Background: an optimization exercise with open tools, aiming at small area. Do not read the settings as production practice.
Where RTL was checked, it was by simulation tests only, not by an equivalence proof against the original.
Only the layout flow was run in run 1; the RTL was not checked for function there.
No driver is modelled on the clock port, so clocking that relies on it looks cheaper here than on a real chip.
Power and IR drop assume default switching activity.

### flow/flow/run.sh
#!/bin/bash
# Own layout flow: the standard ORFS flow with three changes, all made
# through ORFS's own variables appended to config.mk:
#   * the port buffers are buf_2 instead of the default pick;
#   * clock tree synthesis without dummy loads, using larger sink clusters;
#   * every combinational gate set to its smallest size before placement;
#   * a power (size) recovery pass after clock tree synthesis, which
#     downsizes gates that have timing slack to spare.
# Each tool's full output is kept under orfs/logs (ORFS) and in flow_*.log here.
set -euo pipefail
here=$(pwd)
cat >> config.mk <<EOF
export BUFFER_PORTS_ARGS = -buffer_cell sky130_fd_sc_hd__buf_2
export CTS_ARGS = -sink_clustering_enable -repair_clock_nets -dont_use_dummy_load -buf_list {sky130_fd_sc_hd__clkbuf_8 sky130_fd_sc_hd__clkbuf_16} -sink_clustering_size 28 -sink_clustering_max_diameter 80
export POST_CTS_TCL = $here/flow/post_cts.tcl
export PRE_GLOBAL_PLACE_TCL = $here/flow/pre_place.tcl
EOF
bash standard.sh > flow_standard.log 2>&1
### flow/flow/post_cts.tcl
# Downsize gates with spare slack, keeping the setup margin, then make sure
# the placement is still legal.
log_cmd repair_timing -recover_power 100 -setup_margin 0.4
detailed_placement
check_placement -verbose
### flow/flow/pre_place.tcl
# Synthesis sizes gates without knowing their loads. Before placement, set
# every combinational gate to its smallest drive strength; the placement and
# timing repair that follow size up again only what the layout needs.
set n 0
foreach inst [get_cells *] {
  set ref [get_property $inst ref_name]
  if {![regexp {^sky130_fd_sc_hd__(.+)_([0-9]+)$} $ref -> base size]} { continue }
  if {[regexp {^(df|edf|sdf|dl|conb|tap|fill|decap|diode|clk)} $base]} { continue }
  set best ""
  set best_area [get_property [get_lib_cells */$ref] area]
  foreach s {0 1 2} {
    if {$s >= $size} { break }
    set cand [get_lib_cells -quiet */sky130_fd_sc_hd__${base}_$s]
    if {$cand eq ""} { continue }
    set a [get_property $cand area]
    if {$a < $best_area} { set best sky130_fd_sc_hd__${base}_$s; set best_area $a }
  }
  if {$best ne ""} {
    replace_cell $inst $best
    incr n
  }
}
puts "pre_place: downsized $n gates"
### flow/standard.sh
#!/bin/bash
# synth_recipe.tcl (not shown) runs the flow's synth.tcl, then flattens the netlist and writes it again
# the make line also repeats each setting of config.mk as NAME=value (left out here)
make -C /OpenROAD-flow-scripts/flow DESIGN_CONFIG=/design/flow/config.mk WORK_HOME=/design/flow/orfs CLKGATE_MAP_FILE= SYNTH_SCRIPT=/design/flow/synth_recipe.tcl "${@:-finish}"
### flow/config.mk
export PLATFORM = sky130hd
export DESIGN_NAME = reg_file_wb
export DESIGN_NICKNAME = reg_file_wb
export VERILOG_FILES = /design/flow/design.v
export SDC_FILE = /design/flow/constraint.sdc
export NUM_CORES = 4
export LEC_CHECK = 0
export CAP_MARGIN = 20
export CORE_MARGIN = 2
export CORE_UTILIZATION = 55
export SETUP_SLACK_MARGIN = 0.1
export SLEW_MARGIN = 20
export SYNTH_HIERARCHICAL = 1
export SYNTH_MINIMUM_KEEP_SIZE = 0
export BUFFER_PORTS_ARGS = -buffer_cell sky130_fd_sc_hd__buf_2
export CTS_ARGS = -sink_clustering_enable -repair_clock_nets -dont_use_dummy_load -buf_list {sky130_fd_sc_hd__clkbuf_8 sky130_fd_sc_hd__clkbuf_16} -sink_clustering_size 28 -sink_clustering_max_diameter 80
export POST_CTS_TCL = /design/flow/flow/post_cts.tcl
export PRE_GLOBAL_PLACE_TCL = /design/flow/flow/pre_place.tcl
### flow/constraint.sdc
create_clock -name core_clock -period 6.5 [get_ports {clk}]
set_input_delay 1.3000 -clock core_clock [delete_from_list [all_inputs] [get_ports {clk}]]
set_output_delay 1.3000 -clock core_clock [all_outputs]
set_load 0.01 [all_outputs]
### flow/design.v
module reg_scoreboard (
    input  logic        clk,
    input  logic        rst,
    input  logic [31:1] wsel,    
    input  logic [31:1] rsel,    
    input  logic [31:1] dec1,    
    input  logic [31:1] dec2,    
    input  logic        hit1,    
    input  logic        hit2,    
    input  logic        rhit1,   
    input  logic        rhit2,   
    output logic        Busy1,
    output logic        Busy2,
    output logic        Stall
);
    logic [31:1] r_pending;
    always_ff @(posedge clk or posedge rst) begin
        if (rst) begin
            r_pending <= '0;
        end else begin
            r_pending <= rsel | (r_pending & ~wsel);
        end
    end
    logic w_p1;
    logic w_p2;
    reg_file_rdbit u_p1 (.sel({dec1, 1'b0}), .d({r_pending, 1'b0}), .y(w_p1));
    reg_file_rdbit u_p2 (.sel({dec2, 1'b0}), .d({r_pending, 1'b0}), .y(w_p2));
    assign Busy1 = w_p1 && !(hit1 && !rhit1);
    assign Busy2 = w_p2 && !(hit2 && !rhit2);
    assign Stall = Busy1 | Busy2;
endmodule
module reg_file_wb (
    input  logic        clk,
    input  logic        rst,
    input  logic        RegWrite,
    input  logic [4:0]  A3,
    input  logic [31:0] WD3,
    input  logic [4:0]  A1,
    input  logic [4:0]  A2,
    output logic [31:0] RD1,
    output logic [31:0] RD2,
    input  logic        Reserve,
    input  logic [4:0]  ARes,
    output logic        Busy1,
    output logic        Busy2,
    output logic        Stall
);
    logic [31:0] w_rq [1:31];    
    logic [31:1] w_we [4];       
    logic [31:1] r_valid;
    logic [31:1] w_wsel;     
    logic [7:0]  w_whi_n;    
    logic [3:0]  w_wlo_n;    
    logic [31:1] w_rsel;     
    logic [31:1] w_dec1;     
    logic [31:1] w_dec2;
    logic [31:0] w_sel1;     
    logic [31:0] w_sel2;
    logic        w_hit1;     
    logic        w_hit2;
    always_comb begin
        for (int i = 1; i < 32; i++) begin
            w_rsel[i] = Reserve && (ARes == 5'(i));
            w_dec1[i] = !rst && (A1 == 5'(i));
            w_dec2[i] = !rst && (A2 == 5'(i));
        end
    end
    for (genvar k = 0; k < 8; k++) begin : g_whi
        assign w_whi_n[k] = !(RegWrite && (A3[4:2] == 3'(k)));
    end
    for (genvar k = 0; k < 4; k++) begin : g_wlo
        assign w_wlo_n[k] = !(A3[1:0] == 2'(k));
    end
    for (genvar g = 0; g < 4; g++) begin : g_byte
        logic [7:0] r_q [1:31];
        for (genvar i = 1; i < 32; i++) begin : g_row
            reg_file_nor2 u_wdec (.a_n(w_whi_n[i / 4]), .b_n(w_wlo_n[i % 4]), .y(w_we[g][i]));
            assign w_rq[i][8*g +: 8] = r_q[i];
        end
        always_ff @(posedge clk) begin
            for (int i = 1; i < 32; i++) begin
                if (w_we[g][i]) r_q[i] <= WD3[8*g +: 8];
            end
        end
    end
    assign w_wsel = w_we[0];
    always_ff @(posedge clk or posedge rst) begin
        if (rst) begin
            r_valid <= '0;
        end else begin
            r_valid <= r_valid | w_wsel;
        end
    end
    assign w_hit1 = !rst && RegWrite && (A1 == A3) && (A1 != 5'd0);
    assign w_hit2 = !rst && RegWrite && (A2 == A3) && (A2 != 5'd0);
    assign w_sel1 = {w_dec1 & r_valid & {31{!w_hit1}}, w_hit1};
    assign w_sel2 = {w_dec2 & r_valid & {31{!w_hit2}}, w_hit2};
    for (genvar b = 0; b < 32; b++) begin : g_bit
        logic [31:0] w_col;
        assign w_col[0] = WD3[b];
        for (genvar i = 1; i < 32; i++) begin : g_row
            assign w_col[i] = w_rq[i][b];
        end
        reg_file_rdbit u_rd1 (.sel(w_sel1), .d(w_col), .y(RD1[b]));
        reg_file_rdbit u_rd2 (.sel(w_sel2), .d(w_col), .y(RD2[b]));
    end
    reg_scoreboard u_scoreboard (
        .clk    (clk),
        .rst    (rst),
        .wsel   (w_wsel),
        .rsel   (w_rsel),
        .dec1   (w_dec1),
        .dec2   (w_dec2),
        .hit1   (w_hit1),
        .hit2   (w_hit2),
        .rhit1  (Reserve && (ARes == A1)),
        .rhit2  (Reserve && (ARes == A2)),
        .Busy1  (Busy1),
        .Busy2  (Busy2),
        .Stall  (Stall)
    );
endmodule
module reg_file_rdbit (
    input  logic [31:0] sel,
    input  logic [31:0] d,
    output logic        y
);
    logic [10:0] w_n;
    for (genvar k = 0; k < 10; k++) begin : g_ao
        reg_file_ao222 u_ao (
            .s0(sel[3*k]), .d0(d[3*k]), .s1(sel[3*k+1]), .d1(d[3*k+1]),
            .s2(sel[3*k+2]), .d2(d[3*k+2]), .y_n(w_n[k])
        );
    end
    reg_file_ao22 u_ao_last (
        .s0(sel[30]), .d0(d[30]), .s1(sel[31]), .d1(d[31]), .y_n(w_n[10])
    );
    assign y = ~&w_n;
endmodule
module reg_file_ao222 (
    input  logic s0, d0, s1, d1, s2, d2,
    output logic y_n
);
    assign y_n = ~((s0 & d0) | (s1 & d1) | (s2 & d2));
endmodule
module reg_file_ao22 (
    input  logic s0, d0, s1, d1,
    output logic y_n
);
    assign y_n = ~((s0 & d0) | (s1 & d1));
endmodule
module reg_file_nor2 (
    input  logic a_n, b_n,
    output logic y
);
    assign y = ~(a_n | b_n);
endmodule
==> impl_metrics.tcl, run 1 <==
set metrics [dict create \
    run_status "no timing/DRC/antenna violations" \
    finalCritPeriodShare_pct 97.9 \
    tns_ps 0 \
    path_delay_family "compound AO/OA/AOI/OAI gates" \
    fin_ws_ps 136 \
    wirelength_um 167000 \
    grt_use_total_pct 40.0 \
    cp_slowest_cell "o21ai_4" \
    r2r_start "r_valid[1]" \
    end_kind "output port" \
    gp_congestion 0.927 \
    synthToLayoutAreaGrowth_pct 11.1 \
    seq_area_frac_synth_pct 72.1 \
    drtIter0Drc 9177 \
    post_drt_wl_per_cell_um 41.9 \
    rrSetupSlack_ps 5570 \
    worst_slew_pin_slew_ps 1210 \
    tritoncts "built" \
    p_leak_nw 15.0 \
    dieArea_um2 81300 \
    syn-cell-area_um2 43500 \
    grt_pass1_wl_um 232000 \
    drv_cap 0 \
    insertion_delay_ps 650 \
    clk_pin_slew_ps 40 \
    muxShareOfSynthArea_pct 0 \
    io_buffers 122 \
    fp.dieW_um 285 \
    rsz0062_at_grt "false" \
    skew_ps 0 \
    grt_max_degree 34 \
    io_pins 123 \
    hp-class "reg2reg" \
    vdd_drop_max_mv 0.269 \
    ys_top_cells_by_area "edfxtp_1, a222oi_1, dfrtp_1, nand4_1, a22oi_2" \
    drive_gt1_share_pct 12.3 \
    crit_path_start_kind "input port" \
    max_freq_ghz 0.157 \
    crit_required_ps 5200 \
    synth_common_cells "edfxtp_1, a222oi_1, nor2_1" \
    crit_start "A2[0]" \
    yosysUniqueCellTypes 38 \
    arrival_ps 5060 \
    r2r_cells 1 \
    min_to "u_scoreboard.r_pending[16]" \
    setup_violations 0 \
    grt_pass1_vias 32200 \
    synth_seq_cells 1054 \
    antenna_found_initial 4 \
    clock_sinks 1054 \
    vias 33200 \
    relSlewSlack_pct 19.1 \
    grt_busiest_layer "met2" \
    period_minus_slack_ps 6360 \
    finalHoldViolCount 0 \
    start_util_pct 55.3 \
    synth_warnings 19 \
    synthArstFlopShare_pct 5.88 \
    grtUsageMet3_pct 11.0 \
    nNetsFinal 2998 \
    hold_start "u_scoreboard.r_pending[16]" \
    fin_total_pwr_mw 11.9 \
    grt_util_met1_pct 54.5 \
    synthAdderAreaFrac_pct 0 \
    worstSetupPathType "in2out" \
    crit_cells 9 \
    dp_hpwl_um 106000 \
    r2r-end "r_valid[1]" \
    hold_depth 1 \
    crit_path_max_fanout 19 \
    ys.flop_type "edfxtp_1" \
    pre_cts_slack_ps 442 \
    ant_nets 0 \
    fp.dieH_um 285 \
    synth_edf_count 992 \
    drc_errors 0 \
    synth_simple_gate_area_share_pct 8.00 \
    grt_overflow 0 \
    yosysTopAreaCell "edfxtp_1" \
    place_inst 3935 \
    avgSynthCellArea_um2 16.4 \
    hold_slack_ps 518 \
    fin_cells 3994 \
    synth_xor_area_share_pct 0.363 \
    rows 103 \
    drt-vias-per-instance 8.32 \
    yosysMostFrequentCell "edfxtp_1" \
    powerDensity_nw_per_um2 246 \
    timing.critical_path.buf_inv 3 \
    grtUsageMet2_pct 60.5 \
    maxSlewViolCount 0 \
    netlist.area_leader.share_pct 68.5 \
    synth_top_family_by_area "compound AO/OA/AOI/OAI gates" \
    synth_compound_area_share_pct 18.7 \
    slowest_delay_ps 890 \
    core_um2 78600 \
    path_cells "buf_2, nor4_1, o21ai_4, a311oi_2, buf_4, a222oi_1, nand4_1, or3_1, clkbuf_1" \
    synthCells 2658 \
    firstDrtPassIters 13 \
]
-- modules after synthesis (local to each module, per instance) --
module	flip-flops and latches	cells inside	times used	area, um^2
reg_file_wb	1023	1444	1	32800
reg_file_rdbit	0	4	66	23.8
reg_file_nor2	0	1	124	3.75
reg_scoreboard	31	100	1	1170
reg_file_ao222	0	1	660	10.0
reg_file_ao22	0	1	66	12.5
-- stage by stage --
stage	area [um^2]	utilization [%]
after floorplan	43500	-
after global placement	47100	59.9
after detailed placement	47100	60.0
after global routing	48300	61.4
final	48300	61.4
-- cell usage in the layout, fill, tap and decap left out, drive strengths merged, types with 4 or more instances in the layout --
cell type  netlist  final
a211oi          16     16
a21o            31     31
a222oi         660    660
a22oi           66     66
a311oi          21     21
a31oi           25     25
and2             7      7
and3             4      4
buf             16    164
clkbuf          33    164
conb             1      4
dfrtp           62     62
diode            0      4
edfxtp         992    992
inv             36     36
nand2           60     60
nand2b          15     15
nand3           98     98
nand4          135    135
nor2           211    211
nor2b           14     14
nor3            13     13
nor4             5      5
or2             35     35
or3             69     69
xor2            16     16
-- worst max-delay path by stage --
stage | slack [ps] | to
2_1_floorplan | 240 | RD1[0]
3_3_place_gp | 490 | RD2[9]
3_5_place_dp | 440 | RD2[9]
5_1_grt | 130 | RD2[31]
6_report | 140 | RD2[31]
-- layer usage --
metal  part of all wire, %  vias up  wire length (um)
met5                 0.015        -                25
met4                   5.3        4              8800
met3                    16      504             26900
met2                    45     3131             74400
met1                    34    16600             57000
li1                      -    13000                 -
-- cell families (layout without fill, tap and decap cells) --
group / after synthesis / after routing
AO/OA/AOI/OAI: 822 / 822
other: 1 / 8
flip-flops: 1054 / 1054
buffers and inverters: 85 / 364
AND/OR/NAND/NOR: 678 / 678
XOR/XNOR: 18 / 18
-- sequential cells by signal, indices dropped and copies added (netlist names) --
register,flops
u_scoreboard.r_pending,31
r_valid,31
g_byte.r_q,992
-- power breakdown --
group	internal (mW)	switching, mW
logic	0.235	0.570
registers	7.58	0.158
clock network	1.32	1.99
-- layout make-up --
class | count | area [um^2]
Antenna cell | 4 | 10.0
Clock buffer | 48 | 1200
Sequential cell | 1054 | 31300
Inverter | 36 | 135
Tap cell | 1050 | 1310
Fill cell | 5881 | 30300
Timing Repair Buffer | 280 | 1870
Multi-Input combinational cell | 1522 | 12400
==> inputs of run 2 (changes only) <==
--- a/flow/design.v
+++ b/flow/design.v
@@ -55,6 +55,10 @@
     logic [31:1] w_dec1;     
     logic [31:1] w_dec2;
-    logic [31:0] w_sel1;     
-    logic [31:0] w_sel2;
+    logic [7:0]  w_hi1;      
+    logic [3:0]  w_lo1;      
+    logic [7:0]  w_hi2;
+    logic [3:0]  w_lo2;
+    logic [31:0] w_sel1 [2];     
+    logic [31:0] w_sel2 [2];
     logic        w_hit1;     
     logic        w_hit2;
@@ -94,6 +98,20 @@
     assign w_hit1 = !rst && RegWrite && (A1 == A3) && (A1 != 5'd0);
     assign w_hit2 = !rst && RegWrite && (A2 == A3) && (A2 != 5'd0);
-    assign w_sel1 = {w_dec1 & r_valid & {31{!w_hit1}}, w_hit1};
-    assign w_sel2 = {w_dec2 & r_valid & {31{!w_hit2}}, w_hit2};
+    for (genvar k = 0; k < 8; k++) begin : g_rhi
+        assign w_hi1[k] = !rst && !w_hit1 && (A1[4:2] == 3'(k));
+        assign w_hi2[k] = !rst && !w_hit2 && (A2[4:2] == 3'(k));
+    end
+    for (genvar k = 0; k < 4; k++) begin : g_rlo
+        assign w_lo1[k] = (A1[1:0] == 2'(k));
+        assign w_lo2[k] = (A2[1:0] == 2'(k));
+    end
+    for (genvar h = 0; h < 2; h++) begin : g_half
+        assign w_sel1[h][0] = w_hit1;
+        assign w_sel2[h][0] = w_hit2;
+        for (genvar i = 1; i < 32; i++) begin : g_row
+            reg_file_and3 u_sel1 (.a(w_hi1[i / 4]), .b(w_lo1[i % 4]), .c(r_valid[i]), .y(w_sel1[h][i]));
+            reg_file_and3 u_sel2 (.a(w_hi2[i / 4]), .b(w_lo2[i % 4]), .c(r_valid[i]), .y(w_sel2[h][i]));
+        end
+    end
     for (genvar b = 0; b < 32; b++) begin : g_bit
         logic [31:0] w_col;
@@ -102,6 +120,6 @@
             assign w_col[i] = w_rq[i][b];
         end
-        reg_file_rdbit u_rd1 (.sel(w_sel1), .d(w_col), .y(RD1[b]));
-        reg_file_rdbit u_rd2 (.sel(w_sel2), .d(w_col), .y(RD2[b]));
+        reg_file_rdbit u_rd1 (.sel(w_sel1[b / 16]), .d(w_col), .y(RD1[b]));
+        reg_file_rdbit u_rd2 (.sel(w_sel2[b / 16]), .d(w_col), .y(RD2[b]));
     end
     reg_scoreboard u_scoreboard (
@@ -156,2 +174,8 @@
     assign y = ~(a_n | b_n);
 endmodule
+module reg_file_and3 (
+    input  logic a, b, c,
+    output logic y
+);
+    assign y = a & b & c;
+endmodule
==> impl_metrics.tcl, run 2 <==
set metrics [dict create \
    grt_max_degree 34 \
    synthCells 2633 \
    swShare_pct 22.9 \
    ys.flop_type "edfxtp_1" \
    powerDensity_nw_per_um2 253 \
    clock_power_share_pct 27.8 \
    vias 32300 \
    crit_path_start_kind "input port" \
    syn-cell-area_um2 43400 \
    mostFrequentLayoutCells "edfxtp_1, a222oi_1, nor2_1, nand4_1, and3_1" \
    synth_top_family_by_area "compound AO/OA/AOI/OAI gates" \
    nNetsFinal 2929 \
    synthArstFlopShare_pct 5.88 \
    antenna_found_initial 1 \
    dieArea_um2 81200 \
    grt_util_met1_pct 46.1 \
    relSlewSlack_pct 19.4 \
    power_switching_mw 2.70 \
    top_register "g_byte.r_q" \
    start_util_pct 55.2 \
    fillers 6076 \
    synth_compound_area_share_pct 17.9 \
    drc_errors 0 \
    synth_common_cells "edfxtp_1, a222oi_1, nor2_1" \
    grt_busiest_layer "met2" \
    grt_pass1_wl_um 219000 \
    finalHoldViolCount 0 \
    setup_violations 0 \
    period_minus_slack_ps 6360 \
    pwr-share-comb_pct 6.5 \
    skew_ps 0 \
    final_util_pct 59.4 \
    fin_cells 3923 \
    fp.dieH_um 285 \
    clk_pin_slew_ps 70 \
    register_area_um2 31300 \
    rows 103 \
    avgSynthCellArea_um2 16.5 \
    end_kind "output port" \
    yosysTopAreaCell "edfxtp_1" \
    grtUsageMet3_pct 6.61 \
    yosysMostFrequentCell "edfxtp_1" \
    place_inst 3867 \
    run_status "no timing/DRC/antenna violations" \
    arrival_ps 5060 \
    grt_pass1_vias 30900 \
    drt-vias-per-instance 8.23 \
    grt_use_total_pct 37.4 \
    ant_nets 0 \
    io_pins 123 \
    synth_edf_count 992 \
    grtUsageMet2_pct 60.9 \
    tritoncts "built" \
    rsz0062_at_grt "false" \
    synthAdderAreaFrac_pct 0 \
    synth_xor_area_share_pct 0.363 \
    dp_hpwl_um 107000 \
    max_freq_ghz 0.157 \
    hp-class "reg2reg" \
    gp_congestion 0.959 \
    tns_ps 0 \
    largest_register_ff_count 992 \
    drv_cap 0 \
    synth_seq_cells 1054 \
    io_buffers 122 \
    netlist.area_leader.share_pct 68.6 \
    maxSlewViolCount 0 \
    yosysUniqueCellTypes 37 \
    synth_simple_gate_area_share_pct 8.85 \
    core_um2 78600 \
    fp.dieW_um 285 \
    multi_input_comb_area_um2 11500 \
    top_regs "g_byte.r_q: 992 flops, r_valid: 31 flops, u_scoreboard.r_pending: 31 flops" \
    grt_overflow 0 \
    synth_warnings 23 \
    clock_sinks 1054 \
    vdd_drop_max_mv 0.282 \
    crit_path_max_fanout 16 \
    firstDrtPassIters 16 \
    p_seq_share_pct 65.7 \
    drive_gt1_share_pct 7.70 \
    p_leak_nw 15.2 \
    synthToLayoutAreaGrowth_pct 7.45 \
    internal_power_mw 9.10 \
    drtIter0Drc 7890 \
    worstSetupPathType "in2out" \
    crit_required_ps 5200 \
    muxShareOfSynthArea_pct 0 \
    finalCritPeriodShare_pct 97.8 \
    insertion_delay_ps 660 \
    post_drt_wl_per_cell_um 39.8 \
    wirelength_um 156000 \
    worst_slew_pin_slew_ps 1210 \
    ys_top_cells_by_area "edfxtp_1, a222oi_1, dfrtp_1, nor2_1, nand4_1" \
    seq_area_frac_synth_pct 72.2 \
    layout_commonest_cell "edfxtp_1" \
]
==> run 2: final cells by class <==
cell class	instances	share of cell area, %
Clock buffer	47	2.52
Multi-Input combinational cell	1519	24.6
Tap cell	1050	2.82
Sequential cell	1054	67.2
Timing Repair Buffer	210	2.60
Inverter	41	0.341
Antenna cell	2	0.0107
==> run 2: per-module statistics from Yosys, one instance, submodules excluded <==
module	area, um^2	flops+latches	cells inside	times used
reg_file_and3	6.26	0	1	124
reg_scoreboard	1170	31	100	1
reg_file_wb	32000	1023	1295	1
reg_file_ao22	12.5	0	1	66
reg_file_nor2	3.75	0	1	124
reg_file_rdbit	23.8	0	4	66
reg_file_ao222	10.0	0	1	660
==> run 2: path summary, 6_finish.rpt <==
kind | from | to | slack, ps | cells past startpoint
setup / recovery | A3[4] | RD2[31] | 140 | 10
hold reg to reg | u_scoreboard.r_pending[27] | u_scoreboard.r_pending[27] | 520 | 1
min in group asynchronous | rst | r_valid[26] | 760 | 3
max in group asynchronous | rst | u_scoreboard.r_pending[19] | 5230 | 4
hold / removal | u_scoreboard.r_pending[27] | u_scoreboard.r_pending[27] | 520 | 1
setup reg to reg | r_valid[11] | r_valid[11] | 5560 | 1
==> run 2: per-layer routing <==
layer	routed length [um]	share of wire, %	up-vias
met3	17900	11	478
met2	74700	48	2690
met5	30	0.019	-
met1	51100	33	16400
li1	-	-	12800
met4	12600	8.0	2
==> run 2: cells by family (layout without fill, tap and decap cells) <==
| kind of cell | Yosys count | count (layout) |
|---|---|---|
| flip-flops | 1054 | 1054 |
| other | 1 | 6 |
| AND/OR/NAND/NOR | 720 | 720 |
| XOR/XNOR | 18 | 18 |
| buffers and inverters | 63 | 298 |
| AO/OA/AOI/OAI | 777 | 777 |
==> run 2: critical path, cell delays in order <==
cell      delay [ps]
clkbuf_1         410
nor2b_1          190
nor3_1            60
clkbuf_1         220
a21oi_1          970
and3_1           890
a222oi_1         270
nand4_1          220
or3_1            190
clkbuf_1         310
==> run 2: power by group through the flow <==
stage,clock network [mW],registers [mW],logic [mW]
final,3.28,7.76,0.762
after global routing,3.52,7.77,0.786
after floorplan,0,7.82,0.338
after detailed placement,0,7.90,0.740
after global placement,0,7.89,0.725
==> run 2: through the flow <==
stage,hold WS [ps],instance area [um^2],setup WS [ps],power [mW]
after floorplan,469,43400,1870,8.15
after global placement,480,45500,346,8.61
after detailed placement,495,45500,448,8.64
after global routing,535,46700,49.8,12.1
final,517,46700,144,11.8
==> inputs of run 3 (changes only) <==
--- a/flow/config.mk
+++ b/flow/config.mk
@@ -8,5 +8,5 @@
 export CAP_MARGIN = 20
 export CORE_MARGIN = 2
-export CORE_UTILIZATION = 55
+export CORE_UTILIZATION = 62
 export SETUP_SLACK_MARGIN = 0.1
 export SLEW_MARGIN = 20
==> impl_metrics.tcl, run 3 <==
set metrics [dict create \
    finalCritPeriodShare_pct 96.7 \
    synthToLayoutAreaGrowth_pct 7.85 \
    worstSetupPathType "in2out" \
    fin_total_pwr_mw 11.8 \
    syn-cell-area_um2 43400 \
    drive_gt1_share_pct 9.20 \
    rows 97 \
    synth_simple_gate_area_share_pct 8.85 \
    wirelength_um 157000 \
    clk_pin_slew_ps 80 \
    grt_pass1_wl_um 220000 \
    dieArea_um2 72200 \
    nNetsFinal 2961 \
    hp-class "reg2reg" \
    fin_ws_ps 211 \
    ant_nets 0 \
    synth_warnings 23 \
    netlist.area_leader.share_pct 68.6 \
    largest_register_ff_count 992 \
    worst_slew_pin_slew_ps 1200 \
    yosysTopAreaCell "edfxtp_1" \
    grt_overflow 0 \
    vdd_drop_max_mv 0.265 \
    max_freq_ghz 0.159 \
    yosysMostFrequentCell "edfxtp_1" \
    vias 33100 \
    hold_slack_ps 520 \
    multi_input_comb_area_um2 11500 \
    internal_power_mw 9.13 \
    drv_cap 0 \
    fp.dieH_um 269 \
    tritoncts "built" \
    grt_use_total_pct 42.9 \
    synth_common_cells "edfxtp_1, a222oi_1, nor2_1" \
    dp_hpwl_um 105000 \
    drtIter0Drc 9978 \
    core_um2 69700 \
    io_buffers 122 \
    crit_required_ps 5200 \
    synthCells 2633 \
    start_util_pct 62.3 \
    crit_path_start_kind "input port" \
    grt_pass1_vias 30900 \
    ys_top_cells_by_area "edfxtp_1, a222oi_1, dfrtp_1, nor2_1, nand4_1" \
    seq_area_frac_synth_pct 72.2 \
    power_switching_mw 2.67 \
    n_antenna_cell 0 \
    ys.flop_type "edfxtp_1" \
    finalHoldViolCount 0 \
    drc_errors 0 \
    io_pins 123 \
    synth_seq_cells 1054 \
    top_regs "g_byte.r_q: 992 flops, r_valid: 31 flops, u_scoreboard.r_pending: 31 flops" \
    mostFrequentLayoutCells "edfxtp_1, a222oi_1, nor2_1, nand4_1, and3_1" \
    top_register "g_byte.r_q" \
    fillers 4915 \
    p_leak_nw 15.4 \
    muxShareOfSynthArea_pct 0 \
    firstDrtPassIters 12 \
    p_seq_share_pct 65.5 \
    synthAdderAreaFrac_pct 0 \
    layout_commonest_cell "edfxtp_1" \
    crit_path_max_fanout 16 \
    end_kind "output port" \
    synth_edf_count 992 \
    synth_compound_area_share_pct 17.9 \
    fp.dieW_um 269 \
    synthArstFlopShare_pct 5.88 \
    insertion_delay_ps 610 \
    drt-vias-per-instance 8.62 \
    relSlewSlack_pct 19.5 \
    skew_ps 0 \
    tns_ps 0 \
    setup_violations 0 \
    run_status "no timing/DRC/antenna violations" \
    pwr-share-comb_pct 6.6 \
    clock_power_share_pct 27.9 \
    gp_congestion 1.05 \
    period_minus_slack_ps 6290 \
    avgSynthCellArea_um2 16.5 \
    synth_xor_area_share_pct 0.363 \
    powerDensity_nw_per_um2 252 \
    grt_max_degree 34 \
    antenna_found_initial 6 \
    rsz0062_at_grt "false" \
    yosysUniqueCellTypes 37 \
    post_drt_wl_per_cell_um 40.8 \
    final_util_pct 67.2 \
    clock_sinks 1054 \
    arrival_ps 4990 \
    register_area_um2 31300 \
    maxSlewViolCount 0 \
    synth_top_family_by_area "compound AO/OA/AOI/OAI gates" \
    pre_cts_slack_ps 537 \
    swShare_pct 22.6 \
]
## run 3: changes by cell type in the layout (fill, tap and decap cells not counted), sizes merged
cell / previous run / this run
buf: 91 / 123
diode: 2 / 0
## run 3: worst paths after layout
check | startpoint | to | slack, ps | cells after the start
max | A3[4] | RD2[21] | 210 | 10
min | u_scoreboard.r_pending[21] | u_scoreboard.r_pending[21] | 520 | 1
max reg2reg | r_valid[11] | r_valid[11] | 5620 | 1
min reg2reg | u_scoreboard.r_pending[21] | u_scoreboard.r_pending[21] | 520 | 1
max in group asynchronous | rst | u_scoreboard.r_pending[12] | 5220 | 4
min in group asynchronous | rst | u_scoreboard.r_pending[8] | 630 | 2
## run 3: worst max-delay path, cell delays in order
cell and delay (ps):
clkbuf_1 280, nor2b_1 240, nor3_1 150, clkbuf_2 260
a31oi_1 400, and3_1 560, a222oi_1 790, nand4_1 360
or3_1 480, buf_2 160
## run 3: per-stage QoR
stage / instance area [um^2] / cells
after floorplan: 43400 / 2636
after global placement: 45500 / 3786
after detailed placement: 45600 / 3786
after global routing: 46800 / 3843
final: 46800 / 3843
## run 3: final cells by class
cell class                      count  area share [%]
Multi-Input combinational cell   1519            24.5
Timing Repair Buffer              241            3.16
Sequential cell                  1054            66.9
Inverter                           41           0.339
Tap cell                          940            2.51
Clock buffer                       48            2.56
## run 3: cells by family (layout without fill, tap and decap cells)
| kind of cell | Yosys count | count (layout) |
|---|---|---|
| DFF | 1054 | 1054 |
| AOI/OAI and AO/OA | 777 | 777 |
| and+or+nand+nor | 720 | 720 |
| buffers and inverters | 63 | 330 |
| xor gates and xnor gates | 18 | 18 |
| other | 1 | 4 |
## run 3: per-layer routing
| layer | vias up | part of all wire, % | wire [um] | GRT usage, % |
|---|---|---|---|---|
| li1 | 12800 | - | - | - |
| met4 | 4 | 9.2 | 14500 | 30.6 |
| met5 | - | 0.019 | 30 | 0 |
| met3 | 614 | 15 | 23000 | 9.22 |
| met2 | 3458 | 44 | 69500 | 64.6 |
| met1 | 16200 | 32 | 49600 | 56.0 |
## run 3: power by group through the flow
stage	Sequential, mW	Combinational [mW]	Clock (mW)
5_1_grt	7.74	0.793	3.51
2_1_floorplan	7.82	0.338	0
3_3_place_gp	7.86	0.726	0
3_5_place_dp	7.87	0.741	0
6_report	7.73	0.776	3.29
## run 3: modules after synthesis (local to each module, per instance)
module | flops+latches | cell area, um^2 | times used
reg_file_wb | 1023 | 32000 | 1
reg_scoreboard | 31 | 1170 | 1
reg_file_rdbit | 0 | 23.8 | 66
reg_file_ao22 | 0 | 12.5 | 66
reg_file_ao222 | 0 | 10.0 | 660
reg_file_and3 | 0 | 6.26 | 124
reg_file_nor2 | 0 | 3.75 | 124
==> inputs of run 4 (changes only) <==
--- a/flow/flow/run.sh
+++ b/flow/flow/run.sh
@@ -12,5 +12,5 @@
 cat >> config.mk <<EOF
 export BUFFER_PORTS_ARGS = -buffer_cell sky130_fd_sc_hd__buf_2
-export CTS_ARGS = -sink_clustering_enable -repair_clock_nets -dont_use_dummy_load -buf_list {sky130_fd_sc_hd__clkbuf_8 sky130_fd_sc_hd__clkbuf_16} -sink_clustering_size 28 -sink_clustering_max_diameter 80
+export CTS_ARGS = -sink_clustering_enable -repair_clock_nets -dont_use_dummy_load -buf_list {sky130_fd_sc_hd__clkbuf_8 sky130_fd_sc_hd__clkbuf_16} -sink_clustering_size 31 -sink_clustering_max_diameter 100
 export POST_CTS_TCL = $here/flow/post_cts.tcl
 export PRE_GLOBAL_PLACE_TCL = $here/flow/pre_place.tcl
==> flow/config.mk (replaced) <==
export PLATFORM = sky130hd
export DESIGN_NAME = reg_file_wb
export DESIGN_NICKNAME = reg_file_wb
export VERILOG_FILES = /design/flow/design.v
export SDC_FILE = /design/flow/constraint.sdc
export NUM_CORES = 4
export LEC_CHECK = 0
export CAP_MARGIN = 20
export CORE_MARGIN = 2
export CORE_UTILIZATION = 55
export SETUP_SLACK_MARGIN = 0.1
export SLEW_MARGIN = 20
export SYNTH_HIERARCHICAL = 1
export SYNTH_MINIMUM_KEEP_SIZE = 0
export BUFFER_PORTS_ARGS = -buffer_cell sky130_fd_sc_hd__buf_2
export CTS_ARGS = -sink_clustering_enable -repair_clock_nets -dont_use_dummy_load -buf_list {sky130_fd_sc_hd__clkbuf_8 sky130_fd_sc_hd__clkbuf_16} -sink_clustering_size 31 -sink_clustering_max_diameter 100
export POST_CTS_TCL = /design/flow/flow/post_cts.tcl
export PRE_GLOBAL_PLACE_TCL = /design/flow/flow/pre_place.tcl
==> impl_metrics.tcl, run 4 <==
set metrics [dict create \
    run_status "no timing/DRC/antenna violations" \
    setup_violations 0 \
    start_util_pct 55.2 \
    seq_area_frac_synth_pct 72.2 \
    synth_edf_count 992 \
    vias 32000 \
    clock_sinks 1054 \
    clock_power_share_pct 26.4 \
    arrival_ps 5020 \
    firstDrtPassIters 12 \
    relSlewSlack_pct 21.3 \
    finalCritPeriodShare_pct 97.2 \
    insertion_delay_ps 610 \
    drive_gt1_share_pct 7.51 \
    core_um2 78600 \
    fin_ws_ps 185 \
    post_drt_wl_per_cell_um 39.6 \
    nNetsFinal 2922 \
    grt_max_degree 34 \
    ant_nets 0 \
    max_freq_ghz 0.158 \
    top_regs "g_byte.r_q: 992 flops, r_valid: 31 flops, u_scoreboard.r_pending: 31 flops" \
    grt_pass1_wl_um 218000 \
    p_seq_share_pct 67.0 \
    tns_ps 0 \
    drv_cap 0 \
    synthCells 2633 \
    yosysMostFrequentCell "edfxtp_1" \
    tritoncts "built" \
    synthArstFlopShare_pct 5.88 \
    grt_pass1_vias 30900 \
    p_leak_nw 15.1 \
    drc_errors 0 \
    mostFrequentLayoutCells "edfxtp_1, a222oi_1, nor2_1, nand4_1, and3_1" \
    power_switching_mw 2.65 \
    dieArea_um2 81200 \
    crit_path_start_kind "input port" \
    grt_use_total_pct 37.2 \
    multi_input_comb_area_um2 11500 \
    pwr-share-comb_pct 6.6 \
    worst_slew_pin_slew_ps 1180 \
    synth_common_cells "edfxtp_1, a222oi_1, nor2_1" \
    io_pins 123 \
    vdd_drop_max_mv 0.268 \
    largest_register_ff_count 992 \
    drtIter0Drc 7467 \
    synth_seq_cells 1054 \
    fillers 6105 \
    avgSynthCellArea_um2 16.5 \
    rrSetupSlack_ps 5570 \
    top_register "g_byte.r_q" \
    wirelength_um 155000 \
    netlist.area_leader.share_pct 68.6 \
    synth_warnings 23 \
    ys_top_cells_by_area "edfxtp_1, a222oi_1, dfrtp_1, nor2_1, nand4_1" \
    ys.flop_type "edfxtp_1" \
    clk_pin_slew_ps 110 \
    layout_commonest_cell "edfxtp_1" \
    swShare_pct 22.9 \
    grt_overflow 0 \
    min_to "u_scoreboard.r_pending[25]" \
    crit_required_ps 5200 \
    worstSetupPathType "in2out" \
    gp_congestion 0.959 \
    synthToLayoutAreaGrowth_pct 7.04 \
    internal_power_mw 8.92 \
    dp_hpwl_um 107000 \
    r2r-end "r_valid[11]" \
    io_buffers 122 \
    rows 103 \
    period_minus_slack_ps 6320 \
    skew_ps 0 \
    finalHoldViolCount 0 \
    fp.dieW_um 285 \
    crit_path_max_fanout 16 \
    drt-vias-per-instance 8.17 \
    r2r_start "r_valid[11]" \
    powerDensity_nw_per_um2 249 \
    place_inst 3867 \
    fin_cells 3916 \
    pre_cts_slack_ps 448 \
    maxSlewViolCount 0 \
    hold_depth 1 \
    register_area_um2 31300 \
    yosysTopAreaCell "edfxtp_1" \
    hold_start "u_scoreboard.r_pending[25]" \
    end_kind "output port" \
    yosysUniqueCellTypes 37 \
    syn-cell-area_um2 43400 \
    fp.dieH_um 285 \
    rsz0062_at_grt "false" \
    hp-class "reg2reg" \
    antenna_found_initial 2 \
    r2r_cells 1 \
]
## run 4: worst max-delay path, stage by stage
cell	delay, ps
clkbuf_1	260
xor2_1	190
nor3_1	80
buf_4	170
a21oi_1	810
clkbuf_1	370
and3_1	870
a222oi_1	280
nand4_1	250
or3_1	220
clkbuf_1	170
## run 4: layout make-up
class                   count  share of cell area, %
multi-input cells        1519                   24.7
diodes                      2                 0.0108
flip-flops and latches   1054                   67.4
clock buffers              40                   2.15
inverters                  41                  0.342
well taps                1050                   2.83
repair buffers            210                   2.60
## run 4: how the worst max path moves through the flow
stage / start / endpoint / slack (ps) / cells past startpoint
detailed placement: A1[0] / RD1[1] / 450 / 10
global route: A3[4] / RD2[25] / 60 / 10
finish: A3[1] / RD1[29] / 180 / 11
global placement: A1[0] / RD1[22] / 350 / 10
floorplan: A1[0] / RD1[0] / 1870 / 9
## run 4: metrics by stage
step           util (%)  instance area [um^2]  hold WS, ps  total power, mW
2_1_floorplan         -                 43400          469             8.15
3_3_place_gp       57.8                 45500          480             8.61
3_5_place_dp       57.9                 45500          495             8.64
5_1_grt            59.1                 46500          547             11.8
6_report           59.1                 46500          528             11.6
## run 4: cell families after synthesis
group,Yosys count,share of synthesized area [%]
compound gates,777,17.9
simple gates,720,8.85
buf+inv,63,0.668
flops,1054,72.2
xor+xnor,18,0.363
other cells,1,0.00864
## run 4: layer usage
metal	wire length [um]	global-route usage (%)	up-vias
met5	0	0	-
met4	12600	25.2	0
met3	17200	6.11	473
met2	74500	60.9	2637
met1	50900	45.8	16100
li1	-	-	12700
## run 4: power by group through the flow
stage	Combinational (mW)	Clock (mW)	Sequential, mW
floorplan	0.338	0	7.82
global placement	0.725	0	7.89
detailed placement	0.740	0	7.90
global route	0.785	3.26	7.77
finish	0.759	3.05	7.76
## run 4: modules after synthesis (local to each module, per instance)
module	flip-flops and latches	area, um^2
reg_file_ao222	0	10.0
reg_file_ao22	0	12.5
reg_scoreboard	31	1170
reg_file_rdbit	0	23.8
reg_file_wb	1023	32000
reg_file_nor2	0	3.75
reg_file_and3	0	6.26

-- re-timing with driven ports --
No port has a modelled driver above. Below, the same layouts with a new extraction and two added sets of constraints.
Step 1 sets driving cells, clkbuf_16 on the clock port and buf_2 on the other inputs (assumed; they add their load-dependent delay and slew).
Step 2 adds t to the input delays and takes it off the output delays; t is the mean of the earliest and latest rising clock arrival at the registers after step 1. Input paths then give back, and output paths get back, about the clock's delay inside the block.
Three values: ideal ports, drivers, drivers and shift; two values: the first two.
run	t (ns)	setup WS [ns]	cell pins on the clock port's net
run 1	0.689	0.136 / 0.116 / 0.116	1
run 2	0.695	0.144 / 0.118 / 0.118	1
run 3	0.688	0.211 / 0.189 / 0.189	1
run 4	0.681	0.185 / 0.163 / 0.163	1
After both steps setup and hold are still met in every run listed. For run 2, which loses most, drivers alone change the setup slack by -0.026 ns; drivers and shift together by -0.026 ns.
